What follows belongs to an exercise in optimizing a design on an open flow for a short achievable clock period and few clock cycles per item; a production flow would make more cautious choices. The RTL was checked by simulation tests, not by an equivalence proof against the original design.

build 63:
// base58_encoder
module base58_encoder #(
    parameter int MAX_LEN = 32,
    parameter int DIGITS  = 45
) (
    input  logic       i_clk,
    input  logic       i_rst_n,
    input  logic       i_valid,
    output logic       o_stall,
    input  logic [7:0] i_data_byte,
    input  logic       i_last_byte,
    output logic       o_valid,
    input  logic       i_stall,
    output logic [6:0] o_out_char,
    output logic       o_last_char,
    output logic       o_too_long
);
Size: ~2,000 cells after synthesis, about 24 I/O pins.
==> flow/config.mk <==
export PLATFORM = sky130hd
export DESIGN_NAME = base58_encoder
export DESIGN_NICKNAME = base58_encoder
export VERILOG_FILES = /design/flow/design.v
export SDC_FILE = /design/flow/constraint.sdc
export NUM_CORES = 4
export LEC_CHECK = 0
export ABC_CLOCK_PERIOD_IN_PS = 5000
export CAP_MARGIN = 20
export CORE_MARGIN = 2
export CORE_UTILIZATION = 40
export PLACE_DENSITY = 0.6
export SETUP_SLACK_MARGIN = 4
export SLEW_MARGIN = 20
==> flow/constraint.sdc <==
create_clock -name core_clock -period 9.0 [get_ports {i_clk}]
set_input_delay 1.8000 -clock core_clock [delete_from_list [all_inputs] [get_ports {i_clk}]]
set_output_delay 1.8000 -clock core_clock [all_outputs]
set_load 0.01 [all_outputs]
run.sh (not shown) runs the stock make flow with config.mk's settings and CLKGATE_MAP_FILE= SYNTH_SCRIPT=/design/flow/synth_recipe.tcl, a recipe that flattens the netlist after the stock synthesis.
Build 63 did not stop at any stage, and its layout met the timing, design-rule and antenna checks.
Testbench counts of build 63, summed over its fixed seeds: cycles 80,185, bytes 3,974.
### build 63 -> build 55
# build 63
export LEC_CHECK = 0
export ABC_CLOCK_PERIOD_IN_PS = 5000
export CAP_MARGIN = 20
export CORE_MARGIN = 2
export CORE_UTILIZATION = 40
export PLACE_DENSITY = 0.6
export SETUP_SLACK_MARGIN = 4
export SLEW_MARGIN = 20
create_clock -name core_clock -period 9.0 [get_ports {i_clk}]
# build 55
export LEC_CHECK = 0
export ABC_CLOCK_PERIOD_IN_PS = 4000
export CAP_MARGIN = 20
export CORE_MARGIN = 2
export CORE_UTILIZATION = 45
export PLACE_DENSITY = 0.65
export SETUP_SLACK_MARGIN = 5
export SLEW_MARGIN = 20
create_clock -name core_clock -period 9.0 [get_ports {i_clk}]
==> comparison <==
Across build 55 and build 63, the outcome is the same: a clean finish for every run.
The amount of wire on met3 after detailed routing reported for build 55 is greater than that of build 63 by 2.4%.
Build 55 vs build 63 — final net count rose 62.
Global-route wire length before repair: build 55 < build 63
The standard cells in build 55 occupy more silicon area than those in build 63 do.
Build 63 has a higher peak fanout along the critical path than build 55.
Worst setup slack: build 55 vs build 63 down 0.22 ns
Looking at share of the final layout cell area in sequential cells, build 55 sits below build 63.
Final non-filler cell total was lower in build 55 than in build 63.
Relative to build 55, the following input files were edited for build 64:
# build 55
export LEC_CHECK = 0
export ABC_CLOCK_PERIOD_IN_PS = 4000
export CAP_MARGIN = 20
export CORE_MARGIN = 2
export CORE_UTILIZATION = 45
export PLACE_DENSITY = 0.65
export SETUP_SLACK_MARGIN = 5
export SLEW_MARGIN = 20
create_clock -name core_clock -period 9.0 [get_ports {i_clk}]
# build 64
export LEC_CHECK = 0
export CAP_MARGIN = 20
export CORE_MARGIN = 2
export CORE_UTILIZATION = 40
export PLACE_DENSITY = 0.6
export SLEW_MARGIN = 20
create_clock -name core_clock -period 9.0 [get_ports {i_clk}]
Results
Build 64 finished all stages; the layout is clean. Going from build 55 to build 64, clock latency of the later-clocked register in the worst-skew pair decreased by 0.02 ns relative to the old numbers; xor/xnor share of the synthesized area closely matched the old numbers. Cell with the largest stage delay on the worst path: sky130_fd_sc_hd__xnor2_2 -> build 64, sky130_fd_sc_hd__fa_1 -> build 55. Maximum clock frequency: build 64 lower than build 55. On synthesized cell count, build 55 and build 64 are basically level. Compared with build 55, in build 64 data arrival time of the worst path rose 1.11 ns, well-tap cell count rose 84.

-- what the ideal ports hide --
The flow's constraints put no driver on any port. The routed layouts listed below were extracted and timed again, unchanged, in two steps. Step 1: set_driving_cell puts a clkbuf_16 on i_clk and a buf_2 on each other input, an assumption about the parent block. Step 2 times the ports against the registers' clock, not the clock port: input delays grow and output delays shrink by t, the midpoint of the rising clock arrivals with the driver on. Slacks: ideal / step 1 / step 2; pairs: ideal / step 1.
| run | shift t [ns] | slack for setup (ns) | hold WS [ns] |
|---|---|---|---|
| build 63 | 0.645 | 1.929 / 1.929 / 1.929 | 0.464 / 0.464 / 0.464 |
| build 55 | 0.639 | 1.714 / 1.714 / 1.714 | 0.465 / 0.465 / 0.465 |
| build 64 | 0.631 | 0.628 / 0.628 / 0.628 | 0.464 / 0.464 / 0.464 |
After both steps setup and hold are still met in every run listed.
